Context: an optimization exercise on an open-source flow, tuned for small area and a short achievable clock period. The choices shown serve that exercise and are no tape-out recipe. Only simulation tests tie the RTL to the original design; equivalence was not proved. Power is estimated from default activity; no workload was simulated.

<file path="flow/config.mk">
export PLATFORM = sky130hd
export DESIGN_NAME = simple_core
export DESIGN_NICKNAME = simple_core
export VERILOG_FILES = /design/flow/design.v
export SDC_FILE = /design/flow/constraint.sdc
export NUM_CORES = 4
export LEC_CHECK = 0
export CAP_MARGIN = 20
export CORE_MARGIN = 2
export CORE_UTILIZATION = 40
export SLEW_MARGIN = 20
</file>
<file path="flow/constraint.sdc">
create_clock -name core_clock -period 12.0 [get_ports {clock}]
set_input_delay 2.4000 -clock core_clock [delete_from_list [all_inputs] [get_ports {clock}]]
set_output_delay 2.4000 -clock core_clock [all_outputs]
set_load 0.01 [all_outputs]
</file>
<file path="flow/design.v">
package rv_core_pkg;
    localparam int xlen = 32;
    localparam logic [6:0] op_lui    = 7'b0110111;
    localparam logic [6:0] op_auipc  = 7'b0010111;
    localparam logic [6:0] op_jal    = 7'b1101111;
    localparam logic [6:0] op_jalr   = 7'b1100111;
    localparam logic [6:0] op_branch = 7'b1100011;
    localparam logic [6:0] op_load   = 7'b0000011;
    localparam logic [6:0] op_store  = 7'b0100011;
    localparam logic [6:0] op_imm    = 7'b0010011;
    localparam logic [6:0] op_reg    = 7'b0110011;
    typedef enum logic [3:0] {
        alu_add,
        alu_sub,
        alu_sll,
        alu_slt,
        alu_sltu,
        alu_xor,
        alu_srl,
        alu_sra,
        alu_or,
        alu_and,
        alu_pass_b
    } alu_function_t;
    typedef enum logic [1:0] {
        wb_alu,
        wb_load,
        wb_pc_plus_4
    } wb_select_t;
    typedef enum logic [1:0] {
        branch_sequential,
        branch_conditional,
        branch_jal,
        branch_jalr
    } branch_kind_t;
    typedef struct packed {
        logic [6:0] funct7;
        logic [4:0] rs2;
        logic [4:0] rs1;
        logic [2:0] funct3;
        logic [4:0] rd;
        logic [6:0] opcode;
    } r_type_t;
    typedef struct packed {
        logic [11:0] imm_11_0;
        logic [4:0]  rs1;
        logic [2:0]  funct3;
        logic [4:0]  rd;
        logic [6:0]  opcode;
    } i_type_t;
    typedef struct packed {
        logic [6:0] imm_11_5;
        logic [4:0] rs2;
        logic [4:0] rs1;
        logic [2:0] funct3;
        logic [4:0] imm_4_0;
        logic [6:0] opcode;
    } s_type_t;
    typedef struct packed {
        logic       imm_12;
        logic [5:0] imm_10_5;
        logic [4:0] rs2;
        logic [4:0] rs1;
        logic [2:0] funct3;
        logic [3:0] imm_4_1;
        logic       imm_11;
        logic [6:0] opcode;
    } b_type_t;
    typedef struct packed {
        logic [19:0] imm_31_12;
        logic [4:0]  rd;
        logic [6:0]  opcode;
    } u_type_t;
    typedef struct packed {
        logic       imm_20;
        logic [9:0] imm_10_1;
        logic       imm_11;
        logic [7:0] imm_19_12;
        logic [4:0] rd;
        logic [6:0] opcode;
    } j_type_t;
    typedef union packed {
        r_type_t r_type;
        i_type_t i_type;
        s_type_t s_type;
        b_type_t b_type;
        u_type_t u_type;
        j_type_t j_type;
    } inst_word_t;
endpackage
`timescale 1ns/1ps
import rv_core_pkg::*;
module regfile (
    input  logic                        clock,
    input  logic                        arst_n,
    input  logic                        write_enable,
    input  logic [4:0]                  rd_address,
    input  logic [4:0]                  rs1_address,
    input  logic [4:0]                  rs2_address,
    input  logic [rv_core_pkg::xlen-1:0] rd_data,
    output logic [rv_core_pkg::xlen-1:0] rs1_data,
    output logic [rv_core_pkg::xlen-1:0] rs2_data
);
    logic [xlen-1:0] registers [31:1];
    always_ff @(posedge clock or negedge arst_n) begin
        if (!arst_n) begin
            for (int i = 1; i < 32; i++) begin
                registers[i] <= '0;
            end
        end else if (write_enable && rd_address != 5'd0) begin
            registers[rd_address] <= rd_data;
        end
    end
    assign rs1_data = (rs1_address == 5'd0) ? '0 : registers[rs1_address];
    assign rs2_data = (rs2_address == 5'd0) ? '0 : registers[rs2_address];
endmodule
`timescale 1ns/1ps
import rv_core_pkg::*;
module alu (
    input  rv_core_pkg::alu_function_t   alu_function,
    input  logic [rv_core_pkg::xlen-1:0] operand_a,
    input  logic [rv_core_pkg::xlen-1:0] operand_b,
    output logic [rv_core_pkg::xlen-1:0] result,
    output logic                         result_equal_zero
);
    logic [4:0] shift_amount;
    assign shift_amount = operand_b[4:0];
    always_comb begin
        case (alu_function)
            alu_add:
                result = operand_a + operand_b;
            alu_sub:
                result = operand_a - operand_b;
            alu_sll:
                result = operand_a << shift_amount;
            alu_slt:
                result = {{(xlen-1){1'b0}}, $signed(operand_a) < $signed(operand_b)};
            alu_sltu:
                result = {{(xlen-1){1'b0}}, operand_a < operand_b};
            alu_xor:
                result = operand_a ^ operand_b;
            alu_srl:
                result = operand_a >> shift_amount;
            alu_sra:
                result = $unsigned($signed(operand_a) >>> shift_amount);
            alu_or:
                result = operand_a | operand_b;
            alu_and:
                result = operand_a & operand_b;
            alu_pass_b:
                result = operand_b;
            default:
                result = '0;
        endcase
    end
    assign result_equal_zero = (result == '0);
endmodule
`timescale 1ns/1ps
import rv_core_pkg::*;
module instruction_decoder (
    input  rv_core_pkg::inst_word_t      instruction,
    output logic [rv_core_pkg::xlen-1:0] immediate,
    output logic [4:0]                   rs1_address,
    output logic [4:0]                   rs2_address,
    output logic [4:0]                   rd_address,
    output logic                         regfile_write_enable,
    output logic                         data_write_enable,
    output logic                         operand_a_select,
    output logic                         operand_b_select,
    output rv_core_pkg::alu_function_t   alu_function,
    output rv_core_pkg::wb_select_t      wb_select,
    output rv_core_pkg::branch_kind_t    branch_kind,
    output logic [2:0]                   branch_funct3
);
    logic [6:0]      opcode;
    logic [2:0]      funct3;
    logic            alternate;
    logic [xlen-1:0] imm_i;
    logic [xlen-1:0] imm_s;
    logic [xlen-1:0] imm_b;
    logic [xlen-1:0] imm_u;
    logic [xlen-1:0] imm_j;
    assign opcode        = instruction.r_type.opcode;
    assign funct3        = instruction.r_type.funct3;
    assign alternate     = instruction.r_type.funct7[5];
    assign rs1_address   = instruction.r_type.rs1;
    assign rs2_address   = instruction.r_type.rs2;
    assign rd_address    = instruction.r_type.rd;
    assign branch_funct3 = funct3;
    assign imm_i = {{20{instruction.i_type.imm_11_0[11]}}, instruction.i_type.imm_11_0};
    assign imm_s = {{20{instruction.s_type.imm_11_5[6]}}, instruction.s_type.imm_11_5,
                    instruction.s_type.imm_4_0};
    assign imm_b = {{20{instruction.b_type.imm_12}}, instruction.b_type.imm_11,
                    instruction.b_type.imm_10_5, instruction.b_type.imm_4_1, 1'b0};
    assign imm_u = {instruction.u_type.imm_31_12, 12'b0};
    assign imm_j = {{12{instruction.j_type.imm_20}}, instruction.j_type.imm_19_12,
                    instruction.j_type.imm_11, instruction.j_type.imm_10_1, 1'b0};
    always_comb begin
        immediate            = '0;
        regfile_write_enable = 1'b0;
        data_write_enable    = 1'b0;
        operand_a_select     = 1'b0;
        operand_b_select     = 1'b1;
        alu_function         = alu_add;
        wb_select            = wb_alu;
        branch_kind          = branch_sequential;
        case (opcode)
            op_lui: begin
                immediate            = imm_u;
                regfile_write_enable = 1'b1;
                alu_function         = alu_pass_b;
            end
            op_auipc: begin
                immediate            = imm_u;
                regfile_write_enable = 1'b1;
                operand_a_select     = 1'b1;
            end
            op_jal: begin
                immediate            = imm_j;
                regfile_write_enable = 1'b1;
                wb_select            = wb_pc_plus_4;
                branch_kind          = branch_jal;
            end
            op_jalr: begin
                immediate            = imm_i;
                regfile_write_enable = 1'b1;
                wb_select            = wb_pc_plus_4;
                branch_kind          = branch_jalr;
            end
            op_branch: begin
                immediate        = imm_b;
                operand_b_select = 1'b0;
                branch_kind      = branch_conditional;
                case (funct3[2:1])
                    2'b10:   alu_function = alu_slt;
                    2'b11:   alu_function = alu_sltu;
                    default: alu_function = alu_sub;
                endcase
            end
            op_load: begin
                immediate            = imm_i;
                regfile_write_enable = 1'b1;
                wb_select            = wb_load;
            end
            op_store: begin
                immediate         = imm_s;
                data_write_enable = 1'b1;
            end
            op_imm: begin
                immediate            = imm_i;
                regfile_write_enable = 1'b1;
                case (funct3)
                    3'b000:  alu_function = (alternate && funct3 == 3'b101) ? alu_sub : alu_add;
                    3'b001:  alu_function = alu_sll;
                    3'b010:  alu_function = alu_slt;
                    3'b011:  alu_function = alu_sltu;
                    3'b100:  alu_function = alu_xor;
                    3'b101:  alu_function = (alternate && funct3 == 3'b101) ? alu_sra : alu_srl;
                    3'b110:  alu_function = alu_or;
                    default: alu_function = alu_and;
                endcase
            end
            op_reg: begin
                regfile_write_enable = 1'b1;
                operand_b_select     = 1'b0;
                case (funct3)
                    3'b000:  alu_function = (alternate) ? alu_sub : alu_add;
                    3'b001:  alu_function = alu_sll;
                    3'b010:  alu_function = alu_slt;
                    3'b011:  alu_function = alu_sltu;
                    3'b100:  alu_function = alu_xor;
                    3'b101:  alu_function = (alternate) ? alu_sra : alu_srl;
                    3'b110:  alu_function = alu_or;
                    default: alu_function = alu_and;
                endcase
            end
            default: begin
                branch_kind = branch_sequential;
            end
        endcase
    end
endmodule
`timescale 1ns/1ps
import rv_core_pkg::*;
module singlecycle_datapath (
    input  logic                         clock,
    input  logic                         arst_n,
    output logic [rv_core_pkg::xlen-1:0] instruction_address,
    input  logic [rv_core_pkg::xlen-1:0] data_read_data,
    output logic [rv_core_pkg::xlen-1:0] data_address,
    output logic [rv_core_pkg::xlen-1:0] data_write_data,
    input  logic [rv_core_pkg::xlen-1:0] immediate,
    input  logic [4:0]                   rs1_address,
    input  logic [4:0]                   rs2_address,
    input  logic [4:0]                   rd_address,
    input  logic                         regfile_write_enable,
    input  logic                         operand_a_select,
    input  logic                         operand_b_select,
    input  rv_core_pkg::alu_function_t   alu_function,
    input  rv_core_pkg::wb_select_t      wb_select,
    input  rv_core_pkg::branch_kind_t    branch_kind,
    input  logic [2:0]                   branch_funct3
);
    logic [xlen-1:0] pc;
    logic [xlen-1:0] next_pc;
    logic [xlen-1:0] pc_plus_4;
    logic [xlen-1:0] pc_plus_immediate;
    logic [xlen-1:0] rs1_data;
    logic [xlen-1:0] rs2_data;
    logic [xlen-1:0] rd_data;
    logic [xlen-1:0] alu_operand_a;
    logic [xlen-1:0] alu_operand_b;
    logic [xlen-1:0] alu_result;
    logic            alu_result_equal_zero;
    logic            condition;
    logic            branch_taken;
    always_ff @(posedge clock or negedge arst_n) begin
        if (!arst_n) begin
            pc <= '0;
        end else begin
            pc <= next_pc;
        end
    end
    assign instruction_address = pc;
    assign pc_plus_4           = pc + xlen'(4);
    assign pc_plus_immediate   = pc + immediate;
    assign alu_operand_a = operand_a_select ? pc : rs1_data;
    assign alu_operand_b = operand_b_select ? immediate : rs2_data;
    assign data_address    = alu_result;
    assign data_write_data = rs2_data;
    assign condition    = branch_funct3[2] ? !alu_result_equal_zero : alu_result_equal_zero;
    assign branch_taken = (branch_funct3[2:1] != 2'b01) && (condition ^ branch_funct3[0]);
    always_comb begin
        case (branch_kind)
            branch_conditional: next_pc = branch_taken ? pc_plus_immediate : pc_plus_4;
            branch_jal:         next_pc = pc_plus_immediate;
            branch_jalr:        next_pc = {alu_result[xlen-1:1], 1'b0};
            default:            next_pc = pc_plus_4;
        endcase
    end
    always_comb begin
        case (wb_select)
            wb_load:      rd_data = data_read_data;
            wb_pc_plus_4: rd_data = pc_plus_4;
            default:      rd_data = alu_result;
        endcase
    end
    regfile regfile (
        .clock        (clock),
        .arst_n       (arst_n),
        .write_enable (regfile_write_enable),
        .rd_address   (rd_address),
        .rs1_address  (rs1_address),
        .rs2_address  (rs2_address),
        .rd_data      (rd_data),
        .rs1_data     (rs1_data),
        .rs2_data     (rs2_data)
    );
    alu alu (
        .alu_function      (alu_function),
        .operand_a         (alu_operand_a),
        .operand_b         (alu_operand_b),
        .result            (alu_result),
        .result_equal_zero (alu_result_equal_zero)
    );
endmodule
`timescale 1ns/1ps
import rv_core_pkg::*;
module simple_core (
    input  logic                         clock,
    input  logic                         arst_n,
    output logic [rv_core_pkg::xlen-1:0] pc,
    input  logic [rv_core_pkg::xlen-1:0] instruction,
    output logic [rv_core_pkg::xlen-1:0] data_address,
    output logic [rv_core_pkg::xlen-1:0] data_write_data,
    output logic                         data_write_enable,
    input  logic [rv_core_pkg::xlen-1:0] data_read_data
);
    logic [xlen-1:0] immediate;
    logic [4:0]      rs1_address;
    logic [4:0]      rs2_address;
    logic [4:0]      rd_address;
    logic            regfile_write_enable;
    logic            store_enable;
    logic            operand_a_select;
    logic            operand_b_select;
    rv_core_pkg::alu_function_t alu_function;
    rv_core_pkg::wb_select_t wb_select;
    rv_core_pkg::branch_kind_t branch_kind;
    logic [2:0]      branch_funct3;
    assign data_write_enable = store_enable && arst_n;
    instruction_decoder instruction_decoder (
        .instruction          (instruction),
        .immediate            (immediate),
        .rs1_address          (rs1_address),
        .rs2_address          (rs2_address),
        .rd_address           (rd_address),
        .regfile_write_enable (regfile_write_enable),
        .data_write_enable    (store_enable),
        .operand_a_select     (operand_a_select),
        .operand_b_select     (operand_b_select),
        .alu_function         (alu_function),
        .wb_select            (wb_select),
        .branch_kind          (branch_kind),
        .branch_funct3        (branch_funct3)
    );
    singlecycle_datapath singlecycle_datapath (
        .clock                (clock),
        .arst_n               (arst_n),
        .instruction_address  (pc),
        .data_read_data       (data_read_data),
        .data_address         (data_address),
        .data_write_data      (data_write_data),
        .immediate            (immediate),
        .rs1_address          (rs1_address),
        .rs2_address          (rs2_address),
        .rd_address           (rd_address),
        .regfile_write_enable (regfile_write_enable),
        .operand_a_select     (operand_a_select),
        .operand_b_select     (operand_b_select),
        .alu_function         (alu_function),
        .wb_select            (wb_select),
        .branch_kind          (branch_kind),
        .branch_funct3        (branch_funct3)
    );
endmodule
</file>
<file path="flow/run.sh">
#!/bin/bash
# synth_recipe.tcl (not shown) runs the flow's synth.tcl, then flattens the netlist and writes it again
# the make line also repeats each setting of config.mk as NAME=value (left out here)
make -C /OpenROAD-flow-scripts/flow DESIGN_CONFIG=/design/flow/config.mk WORK_HOME=/design/flow/orfs CLKGATE_MAP_FILE= SYNTH_SCRIPT=/design/flow/synth_recipe.tcl finish
</file>
==> results.sh <==
export IMPL_num_rows=146
export IMPL_synth_enable_flop_cells=0
export IMPL_grt_setup_unrepaired="false"
export IMPL_slew_viol_final=0
export IMPL_synth_area_sq_um=64100
export IMPL_hold_ws_ns=0.502
export IMPL_cts_tree="yes"
export IMPL_stdcell_count=10378
export IMPL_multi_input_comb_area_sq_um=36200
export IMPL_path_class="in -> out"
export IMPL_ys_types=118
export IMPL_worstSetupPathDepth=27
export IMPL_insertion_delay_ns=0.81
export IMPL_die_area_sq_um=164000
export IMPL_area_growth_pct=20.4
export IMPL_final_cell_area_sq_um=77200
export IMPL_async_flop_share_pct=100
export IMPL_synth_xor_area_share_pct=1.13
export IMPL_switching_share_pct=31.4
export IMPL_synth_nets=8027
export IMPL_drt_pre_antenna_iters=12
export IMPL_die_w_microns=404
export IMPL_grt_pass1_wl_mm=583
export IMPL_cap_violations=0
export IMPL_numCtsBuffers=113
export IMPL_cpMostUsedCell="buf_4"
export IMPL_grt_start_max_net_pins=155
export IMPL_synthMuxAreaShare_pct=2.26
export IMPL_yosys_area_top_type="dfrtp_1"
export IMPL_synth_fa_ha_area_share_pct=2.67
export IMPL_fin_ws_ns=0.0621
export IMPL_yosys_top_cells_count="1,378 x nand2_1, 1,176 x o21ai_0, 1,024 x dfrtp_1"
export IMPL_seqPwrFrac_pct=41.9
export IMPL_dp_cells=10110
export IMPL_dr_first_iter_drc_count=13285
export IMPL_syn_inst=7826
export IMPL_crit_path_top_delay_cell="nor3_1"
export IMPL_p_clk_share_pct=41.7
export IMPL_clock_path_buffers=3
export IMPL_synth_seq_area_share_pct=40.0
export IMPL_setup_violations=0
export IMPL_max_freq_mhz=83.8
export IMPL_initial_core_util_pct=40.4
export IMPL_cts_root_buf="clkbuf_16"
export IMPL_antenna_found_initial=45
export IMPL_hold_depth=2
export IMPL_critPathRequiredTime_ns=9.60
export IMPL_nets=8386
export IMPL_cts_sinks=1024
export IMPL_critPathLaunchType="input port"
export IMPL_yosysMostFrequentCell="nand2_1"
export IMPL_core_sq_um=159000
export IMPL_max_slew_margin_pct=10.5
export IMPL_synth_main_ff_cell="dfrtp_1"
export IMPL_internal_power_uw=6110
export IMPL_grt_ovfl_total=0
export IMPL_reg2reg_depth=34
export IMPL_cp_top_family="compound AO/OA/AOI/OAI gates"
export IMPL_status="complete, no violations"
export IMPL_power_frac_comb_pct=16.4
export IMPL_grt_pass1_vias=68947
export IMPL_ys_seq_elements=1024
export IMPL_seqCellArea_sq_um=25600
export IMPL_cp_end_kind="output pin"
export IMPL_clkTransAtPathRegs_ns=0.06
export IMPL_wl_mm=430
export IMPL_yosys_area_share_simple_pct=21.5
export IMPL_hold_path_class="reg -> reg"
export IMPL_fin_skew_ns=0.0930
export IMPL_ant_nets=0
export IMPL_switchingPower_uw=2790
export IMPL_r2r_slack_ns=2.97
export IMPL_io_pins=163
export IMPL_synth_top_family_by_area="compound AO/OA/AOI/OAI gates"
export IMPL_hold_buffers=0
export IMPL_yosys_top_cells_area="dfrtp_1 40%, o21ai_0 9.2%, nand2_1 8.1%"
export IMPL_finalCritPeriodShare_pct=99.5
export IMPL_grt_use_total_pct=51.5
export IMPL_drive_gt1_share_pct=15.8
export IMPL_worst_ir_drop_vdd_uv=135
export IMPL_placed_area_sq_um=72500
export IMPL_worst_pin_slew_ns=1.33
export IMPL_worst_path_buf_inv=7
export IMPL_worstPathArrival_ns=9.54
export IMPL_synth_compound_area_share_pct=27.1
export IMPL_yosysWarnings=5
export IMPL_yosysTopAreaCellShare_pct=40.0
export IMPL_via_count=73732
export IMPL_routabilityCongestion=1.10
export IMPL_drc=0
export IMPL_post_place_ws_ns=-0.776
export IMPL_cp_max_fo=12
export IMPL_hold_violations=0
export IMPL_crit_path_max_incr_delay_ns=1.04
export IMPL_fill_cells=15484
export IMPL_power_density_nw_per_um2=115
export IMPL_avgSynthCellArea_sq_um=8.19
export IMPL_fin_crit_ns=11.94
export IMPL_h_tree_depth=3
export IMPL_wl_per_cell_microns=41.5
export IMPL_via_per_inst=7.10
export IMPL_die_y_microns=404
export IMPL_place_hpwl_mm=308
export IMPL_power_uw=8900
export IMPL_port_buffers=162
export IMPL_power_leakage_uw=0.0350
## flip-flops by register name, summed over array words and instances (netlist names)
signal	count
singlecycle_datapath.regfile.registers	992
singlecycle_datapath.pc	32
## worst reg2reg max path, delay by kind of cell, from the launching register on
family	cells	cell delay, ns
flops	1	0.50
simple gates	10	2.94
xor+xnor	1	0.14
buf+inv	8	1.66
fa+ha+maj	2	0.65
compound gates	13	3.05
## layout by cell type (no fill, tap or decap), drive strengths merged, types with 25 or more instances in the layout
master and instances:
a2111oi 103, a211oi 40, a21o 46, a21oi 273, a221oi 74, a222oi 25, a22o 37, a22oi 469
a31oi 27, and2 30, and3 428, buf 810, clkbuf 159, clkdlybuf4s50 151, clkinv 33, dfrtp 1024
diode 29, ha 132, inv 138, mux2 26, mux2i 111, nand2 1378, nand2b 34, nand3 248
nand4 114, nor2 316, nor2b 36, nor3 98, nor4 47, o211ai 74, o21ai 1197, o221ai 39
o22ai 37, o31ai 26, or3 31, xnor2 50, xor2 33
## final cells by class
cell class | count | area share, %
Multi-Input combinational cell | 5946 | 46.9
Sequential cell | 1024 | 33.2
Timing Repair Buffer | 963 | 10.7
Clock buffer | 158 | 4.19
Tap cell | 2072 | 3.36
Clock inverter | 49 | 0.884
Inverter | 137 | 0.670
Antenna cell | 29 | 0.0940
## per-layer routing
metal  share of wire, %  up-vias  global-route usage, %
li1                   -    29464                      -
met1                 36    35769                   62.3
met2                 40     6406                   72.6
met3                 13     2065                   19.2
met4                 10       28                   42.2
met5              0.042        -                  0.149
## power by group through the flow
| stage | sequential [uW] | combinational (uW) | clock (uW) |
|---|---|---|---|
| after detailed placement | 3780 | 1380 | 0 |
| final | 3730 | 1460 | 3710 |
| after global routing | 3720 | 1500 | 3850 |
| after CTS | 3710 | 1380 | 3710 |
| after floorplan | 3700 | 608 | 0 |
| after global placement | 3780 | 1370 | 0 |
## repair_timing
item / in CTS / in global routing
buffers inserted: 9 / 22
resized for setup: 28 / 57
endpoints found under the setup margin: 4 / 6
pin swaps: 12 / 21
## cell families after synthesis
group / Yosys count
adder cells (fa/ha/maj): 135
AO/OA/AOI/OAI: 2695
XOR/XNOR: 83
AND/OR/NAND/NOR: 2896
buffers and inverters: 856
multiplexers: 137
flip-flops: 1024
## per-stage QoR
step | setup TNS, ns | util [%]
finish | 0 | 48.6
global route | 0 | 48.6
CTS | 0 | 48.2
detailed placement | -1.26 | 45.7
global placement | -1.18 | 45.6
floorplan | 0 | -
## path summary, 6_finish.rpt
| path | start | to |
|---|---|---|
| max in group asynchronous | arst_n | singlecycle_datapath.regfile.registers[12][29] |
| worst min-delay path | singlecycle_datapath.regfile.registers[21][24] | singlecycle_datapath.regfile.registers[21][24] |
| min in group asynchronous | arst_n | singlecycle_datapath.regfile.registers[30][7] |
| worst max-delay path | instruction[17] | data_address[31] |
| worst max register to register | singlecycle_datapath.regfile.registers[28][0] | singlecycle_datapath.pc[31] |
| worst min register to register | singlecycle_datapath.regfile.registers[21][24] | singlecycle_datapath.regfile.registers[21][24] |

-- what the ideal ports hide --
In the flow no input, the clock included, has a driving cell. The finished layout below was timed again as built, in two steps.
Step 1, drivers: a clkbuf_16 drives clock and a buf_2 each remaining input, both assumed.
Step 2 times the ports against the registers' clock, not the clock port: input delays grow and output delays shrink by t, the midpoint of the rising clock arrivals with the driver on.
a / b / c = no drivers / after step 1 / after step 2; a / b = the first two.
shift t [ns]: 0.851
setup slack, ns: 0.062 / 0.032 / 0.032
worst hold slack (ns): 0.502 / 0.502 / 0.502
pins driven straight from the clock port: 1
After both steps this run still meets setup and hold. The setup slack of this run moves by -0.030 ns with the drivers and by -0.030 ns with both steps.
